Context: an optimization exercise on an open-source flow, tuned for small area, a short achievable clock period and few clock cycles. The choices shown serve that exercise and are no tape-out recipe.
Function was checked by simulation only, so behaviour that the tests miss may differ from the original.
Power figures rest on the tool's default switching activity, not on a simulated workload.

`config.mk`:
```
export PLATFORM = sky130hd
export DESIGN_NAME = rc4_stream_cipher
export DESIGN_NICKNAME = rc4_stream_cipher
export VERILOG_FILES = /design/flow/design.v
export SDC_FILE = /design/flow/constraint.sdc
export NUM_CORES = 4
export LEC_CHECK = 0
export CAP_MARGIN = 20
export CORE_MARGIN = 2
export CORE_UTILIZATION = 40
export SLEW_MARGIN = 20
```
`constraint.sdc`:
```
create_clock -name core_clock -period 10.0 [get_ports {clk}]
set_input_delay 2.0000 -clock core_clock [delete_from_list [all_inputs] [get_ports {clk}]]
set_output_delay 2.0000 -clock core_clock [all_outputs]
set_load 0.01 [all_outputs]
```
`design.v`:
```
package rc4_pkg;
  localparam int KEY_DEPTH_DEF = 256;
  localparam int PERM_SIZE     = 256;
  localparam int LEN_W         = 9;
  localparam logic [LEN_W-1:0] KEY_LEN_RESET = LEN_W'(16);
  localparam logic [LEN_W-1:0] KEY_LEN_MIN   = LEN_W'(3);
  localparam logic [1:0] CMD_LOAD     = 2'd0;
  localparam logic [1:0] CMD_SCHEDULE = 2'd1;
  localparam logic [1:0] CMD_ENCRYPT  = 2'd2;
  localparam logic [1:0] KIND_CIPHER    = 2'd0;
  localparam logic [1:0] KIND_DONE      = 2'd1;
  localparam logic [1:0] KIND_NOT_KEYED = 2'd2;
  typedef struct packed {
    logic [1:0] command;
    logic [7:0] key_index;
    logic [7:0] data_byte;
  } cmd_item_t;
  typedef struct packed {
    logic [1:0] result_kind;
    logic [7:0] keystream_byte;
    logic [7:0] cipher_byte;
  } result_item_t;
  typedef enum logic [3:0] {
    ST_IDLE, ST_LOAD, ST_NOKEY, ST_INIT,
    ST_K0, ST_K1, ST_K2, ST_K3, ST_KEND,
    ST_E0, ST_E1, ST_E2, ST_E3, ST_E4
  } step_t;
  typedef enum logic [2:0] {RA_NONE, RA_I, RA_I_NEXT, RA_J_NEXT, RA_SUM} ra_t;
  typedef enum logic [1:0] {WR_NONE, WR_I_IDX, WR_I_Q, WR_J_A} wr_t;
  typedef enum logic [1:0] {J_HOLD, J_KSA, J_PRGA, J_CLEAR} jsel_t;
  typedef enum logic [1:0] {EM_NONE, EM_DONE, EM_CIPHER, EM_NOKEY} emit_t;
  typedef enum logic [1:0] {JMP_NEXT, JMP_DISPATCH, JMP_LOOP, JMP_IDLE} jmp_t;
  typedef struct packed {
    ra_t   ra;
    wr_t   wr;
    jsel_t jsel;
    logic  i_inc;
    logic  a_load;
    logic  b_load;
    logic  key_rd;
    logic  key_we;
    logic  kpos_clr;
    logic  kpos_adv;
    logic  set_keyed;
    emit_t emit;
    jmp_t  jmp;
    step_t target;
  } ucode_t;
endpackage
module rc4_stream_cipher #(
  parameter int KEY_DEPTH = rc4_pkg::KEY_DEPTH_DEF
) (
  input  logic               clk,
  input  logic               rst,
  input  logic               cfg_valid,
  output logic               cfg_ready,
  input  logic [8:0]         cfg_data,
  input  logic               in_valid,
  output logic               in_ready,
  input  logic [17:0]        in_data,
  output logic               out_valid,
  input  logic               out_ready,
  output logic [17:0]        out_data
);
  rc4_pkg::cmd_item_t       in_cmd;
  rc4_pkg::result_item_t    out_item;
  assign in_cmd   = rc4_pkg::cmd_item_t'(in_data);
  assign out_data = out_item;
  localparam int KW = $clog2(KEY_DEPTH);
  localparam logic [rc4_pkg::LEN_W-1:0] DEPTH_LEN = rc4_pkg::LEN_W'(KEY_DEPTH);
  rc4_pkg::step_t           pc, pc_next;
  rc4_pkg::ucode_t          uw;
  rc4_pkg::cmd_item_t       cmd_q;
  logic            keyed;
  logic [7:0]      i, j, j_next, a, b;
  logic [KW-1:0]   kpos;
  logic [7:0]      key_q;
  logic [rc4_pkg::LEN_W-1:0] key_length, eff_len;
  logic            accept, stall, go;
  logic [7:0]      perm_mem [rc4_pkg::PERM_SIZE];
  logic [7:0]      key_mem  [KEY_DEPTH];
  logic [7:0]      perm_rd_q, byp_data, perm_out;
  logic            byp_hit;
  logic [7:0]      perm_ra, perm_wa, perm_wd;
  logic            perm_re, perm_we, key_wr, kpos_wrap;
  always_comb begin
    uw = '0;
    case (pc)
      rc4_pkg::ST_IDLE: begin
        uw.jmp = rc4_pkg::JMP_DISPATCH;
      end
      rc4_pkg::ST_LOAD: begin
        uw.key_we = 1'b1;
        uw.jmp    = rc4_pkg::JMP_IDLE;
      end
      rc4_pkg::ST_NOKEY: begin
        uw.emit = rc4_pkg::EM_NOKEY;
        uw.jmp  = rc4_pkg::JMP_IDLE;
      end
      rc4_pkg::ST_INIT: begin
        uw.wr       = rc4_pkg::WR_I_IDX;
        uw.i_inc    = 1'b1;
        uw.kpos_clr = 1'b1;
        uw.jsel     = rc4_pkg::J_CLEAR;
        uw.jmp      = rc4_pkg::JMP_LOOP;
        uw.target   = rc4_pkg::ST_INIT;
      end
      rc4_pkg::ST_K0: begin
        uw.ra     = rc4_pkg::RA_I;
        uw.key_rd = 1'b1;
      end
      rc4_pkg::ST_K1: begin
        uw.a_load = 1'b1;
        uw.jsel   = rc4_pkg::J_KSA;
        uw.ra     = rc4_pkg::RA_J_NEXT;
      end
      rc4_pkg::ST_K2: begin
        uw.wr = rc4_pkg::WR_I_Q;
      end
      rc4_pkg::ST_K3: begin
        uw.wr       = rc4_pkg::WR_J_A;
        uw.i_inc    = 1'b1;
        uw.kpos_adv = 1'b1;
        uw.jmp      = rc4_pkg::JMP_LOOP;
        uw.target   = rc4_pkg::ST_K0;
      end
      rc4_pkg::ST_KEND: begin
        uw.jsel      = rc4_pkg::J_CLEAR;
        uw.set_keyed = 1'b1;
        uw.emit      = rc4_pkg::EM_DONE;
        uw.jmp       = rc4_pkg::JMP_IDLE;
      end
      rc4_pkg::ST_E0: begin
        uw.ra    = rc4_pkg::RA_I_NEXT;
        uw.i_inc = 1'b1;
      end
      rc4_pkg::ST_E1: begin
        uw.a_load = 1'b1;
        uw.jsel   = rc4_pkg::J_PRGA;
        uw.ra     = rc4_pkg::RA_J_NEXT;
      end
      rc4_pkg::ST_E2: begin
        uw.wr     = rc4_pkg::WR_I_Q;
        uw.b_load = 1'b1;
      end
      rc4_pkg::ST_E3: begin
        uw.wr = rc4_pkg::WR_J_A;
        uw.ra = rc4_pkg::RA_SUM;
      end
      rc4_pkg::ST_E4: begin
        uw.emit = rc4_pkg::EM_CIPHER;
        uw.jmp  = rc4_pkg::JMP_IDLE;
      end
      default: begin
        uw.jmp = rc4_pkg::JMP_IDLE;
      end
    endcase
  end
  assign in_ready  = (pc == rc4_pkg::ST_IDLE);
  assign cfg_ready = 1'b1;
  assign accept    = in_valid && in_ready;
  assign stall     = (uw.emit != rc4_pkg::EM_NONE) && out_valid && !out_ready;
  assign go        = !stall;
  always_comb begin
    if (key_length < rc4_pkg::KEY_LEN_MIN) begin
      eff_len = rc4_pkg::KEY_LEN_MIN;
    end else if (key_length > DEPTH_LEN) begin
      eff_len = DEPTH_LEN;
    end else begin
      eff_len = key_length;
    end
  end
  assign kpos_wrap = (rc4_pkg::LEN_W'(kpos) + rc4_pkg::LEN_W'(1)) >= eff_len;
  assign perm_out  = byp_hit ? byp_data : perm_rd_q;
  always_comb begin
    pc_next = pc;
    if (go) begin
      case (uw.jmp)
        rc4_pkg::JMP_NEXT: begin
          pc_next = rc4_pkg::step_t'(4'(pc + 4'd1));
        end
        rc4_pkg::JMP_DISPATCH: begin
          if (accept) begin
            case (in_cmd.command)
              rc4_pkg::CMD_LOAD:     pc_next = rc4_pkg::ST_LOAD;
              rc4_pkg::CMD_SCHEDULE: pc_next = rc4_pkg::ST_INIT;
              rc4_pkg::CMD_ENCRYPT:  pc_next = keyed ? rc4_pkg::ST_E0 : rc4_pkg::ST_NOKEY;
              default:      pc_next = rc4_pkg::ST_IDLE;
            endcase
          end
        end
        rc4_pkg::JMP_LOOP: begin
          pc_next = (i != 8'hFF) ? uw.target : rc4_pkg::step_t'(4'(pc + 4'd1));
        end
        rc4_pkg::JMP_IDLE: begin
          pc_next = rc4_pkg::ST_IDLE;
        end
        default: begin
          pc_next = rc4_pkg::ST_IDLE;
        end
      endcase
    end
  end
  always_comb begin
    case (uw.jsel)
      rc4_pkg::J_KSA:   j_next = j + perm_out + key_q;
      rc4_pkg::J_PRGA:  j_next = j + perm_out;
      rc4_pkg::J_CLEAR: j_next = 8'd0;
      default: j_next = j;
    endcase
  end
  always_comb begin
    case (uw.ra)
      rc4_pkg::RA_I:      perm_ra = i;
      rc4_pkg::RA_I_NEXT: perm_ra = i + 8'd1;
      rc4_pkg::RA_J_NEXT: perm_ra = j_next;
      rc4_pkg::RA_SUM:    perm_ra = a + b;
      default:   perm_ra = i;
    endcase
    case (uw.wr)
      rc4_pkg::WR_I_IDX: begin
        perm_wa = i;
        perm_wd = i;
      end
      rc4_pkg::WR_I_Q: begin
        perm_wa = i;
        perm_wd = perm_out;
      end
      rc4_pkg::WR_J_A: begin
        perm_wa = j;
        perm_wd = a;
      end
      default: begin
        perm_wa = i;
        perm_wd = i;
      end
    endcase
  end
  assign perm_re = go && (uw.ra != rc4_pkg::RA_NONE);
  assign perm_we = go && (uw.wr != rc4_pkg::WR_NONE);
  assign key_wr  = go && uw.key_we && ({1'b0, cmd_q.key_index} < DEPTH_LEN);
  always_ff @(posedge clk) begin
    if (perm_we) begin
      perm_mem[perm_wa] <= perm_wd;
    end
    if (perm_re) begin
      perm_rd_q <= perm_mem[perm_ra];
      byp_hit   <= perm_we && (perm_wa == perm_ra);
      byp_data  <= perm_wd;
    end
  end
  always_ff @(posedge clk) begin
    if (key_wr) begin
      key_mem[cmd_q.key_index[KW-1:0]] <= cmd_q.data_byte;
    end
    if (go && uw.key_rd) begin
      key_q <= key_mem[kpos];
    end
  end
  always_ff @(posedge clk) begin
    if (rst) begin
      pc         <= rc4_pkg::ST_IDLE;
      keyed      <= 1'b0;
      i          <= 8'd0;
      j          <= 8'd0;
      out_valid  <= 1'b0;
      key_length <= rc4_pkg::KEY_LEN_RESET;
    end else begin
      pc <= pc_next;
      if (cfg_valid && cfg_ready) begin
        key_length <= cfg_data;
      end
      if (go && uw.i_inc) begin
        i <= i + 8'd1;
      end else if (accept && (in_cmd.command == rc4_pkg::CMD_SCHEDULE)) begin
        i <= 8'd0;
      end
      if (go) begin
        j <= j_next;
      end
      if (go && uw.set_keyed) begin
        keyed <= 1'b1;
      end
      if (go && (uw.emit != rc4_pkg::EM_NONE)) begin
        out_valid <= 1'b1;
      end else if (out_ready) begin
        out_valid <= 1'b0;
      end
    end
  end
  always_ff @(posedge clk) begin
    if (accept) begin
      cmd_q <= in_cmd;
    end
    if (go && uw.a_load) begin
      a <= perm_out;
    end
    if (go && uw.b_load) begin
      b <= perm_out;
    end
    if (go && uw.kpos_clr) begin
      kpos <= '0;
    end else if (go && uw.kpos_adv) begin
      kpos <= kpos_wrap ? '0 : KW'(kpos + 1'b1);
    end
    if (go) begin
      case (uw.emit)
        rc4_pkg::EM_DONE: begin
          out_item <= {rc4_pkg::KIND_DONE, 8'd0, 8'd0};
        end
        rc4_pkg::EM_CIPHER: begin
          out_item <= {rc4_pkg::KIND_CIPHER, perm_out, cmd_q.data_byte ^ perm_out};
        end
        rc4_pkg::EM_NOKEY: begin
          out_item <= {rc4_pkg::KIND_NOT_KEYED, 8'd0, cmd_q.data_byte};
        end
        default: begin
        end
      endcase
    end
  end
endmodule
```
`run.sh`:
```
#!/bin/bash
# synth_recipe.tcl (not shown) runs the flow's synth.tcl, then flattens the netlist and writes it again
# the make line also repeats each setting of config.mk as NAME=value (left out here)
make -C /OpenROAD-flow-scripts/flow DESIGN_CONFIG=/design/flow/config.mk WORK_HOME=/design/flow/orfs CLKGATE_MAP_FILE= SYNTH_SCRIPT=/design/flow/synth_recipe.tcl finish
```
==> metrics.log <==
INFO  metric global_route_wire_length_before_repair = 651000 um
INFO  metric grt_max_degree = 218
INFO  metric drc = 0
INFO  metric postSynthAreaPerCell = 18.0 um^2
INFO  metric grt_antenna_before_repair = 16
INFO  metric detail_route.vias_per_cell = 5.87
INFO  metric edff_count_synth = 4171
INFO  metric yosys_warnings = 1
INFO  metric layout.cells.most_common_list = 4171 x sky130_fd_sc_hd__edfxtp_1, 1270 x sky130_fd_sc_hd__nand2_1, 897 x sky130_fd_sc_hd__mux4_2
INFO  metric num_io_pins = 53
INFO  metric hold_violations = 0
INFO  metric crit_type = register to register
INFO  metric cts_root_buffer = sky130_fd_sc_hd__clkbuf_16
INFO  metric cts.reportedPaths.clkPinSlew = 0.06 ns
INFO  metric max_stage_delay = 0.90 ns
INFO  metric status = timing/DRC/antenna clean
INFO  metric global_route.overflow_total = 0
INFO  metric synthesis.area = 168000 um^2
INFO  metric totalPowerFinal = 42.0 mW
INFO  metric cts-hold-fix-buffers = 0
INFO  metric clock-skew-final = 0.0576 ns
INFO  metric maxClockFrequency = 132 MHz
INFO  metric worstHoldPathType = register to register
INFO  metric most_common_cell_after_layout_fill_and_taps_aside = sky130_fd_sc_hd__edfxtp_1
INFO  metric nNetsFinal = 9467
INFO  metric critical_path_cell_by_cell = mux2i_1 -> inv_1 -> ha_1 -> fa_1 -> a21o_1 -> a211oi_1 -> nor2_1 -> ha_1 -> nand4b_1 -> a211oi_1 -> o31ai_1 -> a32oi_4 -> buf_12 -> nand2b_1 -> a21oi_1 -> a2111oi_2 -> a21oi_1 -> o31ai_1 -> o41ai_1
INFO  metric worst-slew-pin-transition = 1.32 ns
INFO  metric drt_wl_total = 455000 um
INFO  metric synthesized_flop_and_latch_total = 4229
INFO  metric total_leakage_power = 57.4 nW
INFO  metric detailedPlacementHpwl = 266000 um
INFO  metric drt_pre_antenna_iters = 6
INFO  metric setup_viol = 0
INFO  metric first_global_vias = 88122
INFO  metric irDropWorstVdd = 0.000211 V
INFO  metric grt_setup_unrepaired = false
INFO  metric maxCapViolations = 0
INFO  metric synthCells = 9334
INFO  metric clock_buffers_created_by_tritoncts = 409
INFO  metric synth.yosys.seq_area_share = 75.4%
INFO  metric maximum_buffer_depth_of_the_clock_tree = 4
INFO  metric drt-wirelength-per-cell = 29.9 um
INFO  metric clock_sinks = 4229
INFO  metric critical-path-slowest-cell = sky130_fd_sc_hd__nand2b_1
INFO  metric postCtsResizedCells = 0
INFO  metric utilization = 44.9%
INFO  metric die-width = 651 um
INFO  metric drive_above_1_share = 17.4%
INFO  metric worst_path_dominant_cell_family = compound AO/OA/AOI/OAI gates
INFO  metric cts_setup_buffers = 0
INFO  metric die-area = 424000 um^2
INFO  metric num_rows = 237
INFO  metric synth_async_sr_flop_share = 0%
INFO  metric worstPathRequired = 10.68 ns
INFO  metric drt-initial-drc-count = 11912
INFO  metric dominantRegCellSynth = sky130_fd_sc_hd__edfxtp_1
INFO  metric dieHeight = 651 um
INFO  metric cts_h_tree_depth = 5
INFO  metric clock_latency = 0.98 ns
INFO  metric ys_types = 95
INFO  metric antenna_left = 0
INFO  metric areaGrowthSynthToFinish = 11.7%
INFO  metric number_of_slew_limit_violations_in_the_final_report = 0
INFO  metric critPathBufInv = 2
INFO  metric worstPathMaxFanout = 63
INFO  metric startpoint_type = register
INFO  metric cts_tree = done
INFO  metric buffer_ports.inserted = 51
INFO  metric syn_nets = 9408
INFO  metric initial_core_utilization = 40.2%
INFO  metric core_area = 417000 um^2
INFO  metric max_slew_margin = 12.1%
INFO  metric dr_total_vias = 89435
INFO  metric min_period = 7.56 ns
INFO  metric gr-usage-all-layers = 21.0%
INFO  metric p_per_cell_area = 224 nW/um^2
INFO  metric timing.critical_path.arrival = 8.24 ns
INFO  metric final_min_period_over_clock_period = 75.6%
INFO  metric globalplace.congestion = 0.899
INFO  metric worstSetupEndpointType = register
INFO  metric r2r_setup_slack = 2.44 ns
[Yosys cell counts (6+ instances only)]
cell | number | area (um^2)
sky130_fd_sc_hd__inv_1 | 37 | 139
sky130_fd_sc_hd__nor2_1 | 674 | 2530
sky130_fd_sc_hd__a311oi_1 | 63 | 552
sky130_fd_sc_hd__mux2i_1 | 81 | 811
sky130_fd_sc_hd__a21oi_1 | 356 | 1780
sky130_fd_sc_hd__nor3_1 | 44 | 220
sky130_fd_sc_hd__nand4_1 | 23 | 144
sky130_fd_sc_hd__o21ai_0 | 191 | 956
sky130_fd_sc_hd__clkbuf_1 | 260 | 976
sky130_fd_sc_hd__nor3b_1 | 11 | 82.6
sky130_fd_sc_hd__nand2_1 | 1273 | 4780
sky130_fd_sc_hd__buf_2 | 188 | 941
sky130_fd_sc_hd__a311o_1 | 10 | 100
sky130_fd_sc_hd__a31oi_1 | 37 | 231
sky130_fd_sc_hd__or4_1 | 6 | 45.0
sky130_fd_sc_hd__or3_1 | 13 | 81.3
sky130_fd_sc_hd__buf_4 | 48 | 360
sky130_fd_sc_hd__xor2_1 | 8 | 70.1
sky130_fd_sc_hd__a221oi_1 | 16 | 140
sky130_fd_sc_hd__a21o_1 | 18 | 135
sky130_fd_sc_hd__mux2_2 | 10 | 113
sky130_fd_sc_hd__edfxtp_1 | 4171 | 125000
sky130_fd_sc_hd__and3_1 | 87 | 544
sky130_fd_sc_hd__nor2b_1 | 24 | 150
sky130_fd_sc_hd__nor4_1 | 15 | 93.8
sky130_fd_sc_hd__buf_1 | 53 | 199
sky130_fd_sc_hd__nand2b_1 | 16 | 100
sky130_fd_sc_hd__o31ai_1 | 11 | 82.6
sky130_fd_sc_hd__buf_6 | 27 | 304
sky130_fd_sc_hd__and2_1 | 13 | 81.3
sky130_fd_sc_hd__ha_1 | 39 | 488
sky130_fd_sc_hd__a211oi_1 | 48 | 360
sky130_fd_sc_hd__o2111ai_1 | 6 | 52.6
sky130_fd_sc_hd__o21bai_1 | 8 | 60.1
sky130_fd_sc_hd__a32oi_1 | 18 | 158
sky130_fd_sc_hd__a22oi_1 | 30 | 225
sky130_fd_sc_hd__a22o_1 | 9 | 78.8
sky130_fd_sc_hd__xnor2_1 | 21 | 184
sky130_fd_sc_hd__o22ai_1 | 28 | 175
sky130_fd_sc_hd__mux4_2 | 897 | 20200
sky130_fd_sc_hd__o211ai_1 | 17 | 128
sky130_fd_sc_hd__dfxtp_1 | 58 | 1160
sky130_fd_sc_hd__nand3_1 | 270 | 1350
[per-layer routing]
metal / share of wire [%] / vias up / GRT usage (%)
met4: 4.7 / 8 / 8.73
met2: 47 / 4375 / 33.2
met3: 8.4 / 901 / 3.40
li1: - / 37124 / -
met1: 40 / 47027 / 29.0
met5: 0.012 / - / 0
[tightest hold or removal path: stages (launching register included)]
cell	delay (ns)
sky130_fd_sc_hd__dfxtp_1	0.31
sky130_fd_sc_hd__a21oi_1	0.05
sky130_fd_sc_hd__nor2_1	0.07
[state kept, by name, indices dropped and copies added (netlist names), 4 cells and up]
register    cells
uw             19
b               8
cmd_q          16
perm_mem     2048
pc              4
perm_rd_q       8
key_length      9
kpos            8
key_mem      2048
a               8
key_q           8
i               8
byp_data        8
j               8
out_item       18
[worst paths after layout]
path | cells past startpoint | to | from
max | 19 | perm_rd_q[1]$_DFFE_PP_ | byp_hit$_DFFE_PP_
min | 2 | keyed$_SDFFE_PP0P_ | uw[8]$_SDFF_PN0_
max reg2reg | 19 | perm_rd_q[1]$_DFFE_PP_ | byp_hit$_DFFE_PP_
min reg2reg | 2 | keyed$_SDFFE_PP0P_ | uw[8]$_SDFF_PN0_
[report_power, final]
group | leakage, nW | internal (mW) | switching, mW | total, mW
Sequential | 38.4 | 20.5 | 0.182 | 20.7
Combinational | 12.7 | 2.18 | 4.04 | 6.22
Clock | 6.30 | 8.45 | 6.67 | 15.1
[cell type report]
cell class | count | area (um^2)
well taps | 5497 | 6880
flip-flops and latches | 4229 | 126000
fillers | 35436 | 230000
inverters | 40 | 150
multi-input cells | 4488 | 38500
clock inverters | 239 | 2280
repair buffers | 225 | 2290
clock buffers | 506 | 10600
diodes | 5 | 12.5
[per-stage QoR]
stage | setup TNS (ns) | instances | hold WS (ns) | cell area [um^2] | setup slack, ns
6_report | 0 | 15229 | 0.468 | 187000 | 2.44
3_3_place_gp | 0 | 14475 | 0.446 | 174000 | 2.81
5_1_grt | 0 | 15225 | 0.502 | 187000 | 2.30
3_5_place_dp | 0 | 14475 | 0.462 | 174000 | 2.65
4_1_cts | 0 | 15220 | 0.477 | 187000 | 2.60
2_1_floorplan | -1399.03 | 9334 | 0.433 | 168000 | -2.72
[kinds of logic after synthesis]
logic type	share of synthesized area (%)
flip-flops	75.4
adder cells (fa/ha/maj)	0.327
buffers and inverters	1.76
AND/OR/NAND/NOR	6.21
other	0.00224
multiplexers	12.6
XOR/XNOR	0.165
AO/OA/AOI/OAI	3.50
Testbench counts, summed over its fixed seeds: cycles 59,492.

## what the ideal ports hide
The flow's constraints put no driver on any port. The routed layout listed below was extracted and timed again, unchanged, in two steps.
Step 1 sets driving cells, clkbuf_16 on the clock port and buf_2 on the other inputs (assumed; they add their load-dependent delay and slew).
Step 2 also shifts input and output timing later by t, the mid clock arrival at the registers, as if the neighbouring blocks saw the same clock.
Three values: no drivers, after step 1, after step 2; two values: the first two.
shift t [ns]: 1.065
setup slack, ns: 2.441 / 2.441 / 2.441
latest minus earliest clock arrival (ns): 0.058 / 0.059
slew at the worst register clock pin (ns): 0.07 / 0.07
cell pins on the clock port's net: 1
After both steps this run still meets setup and hold. For this run, drivers alone change the setup slack by 0.000 ns; drivers and shift together by 0.000 ns.
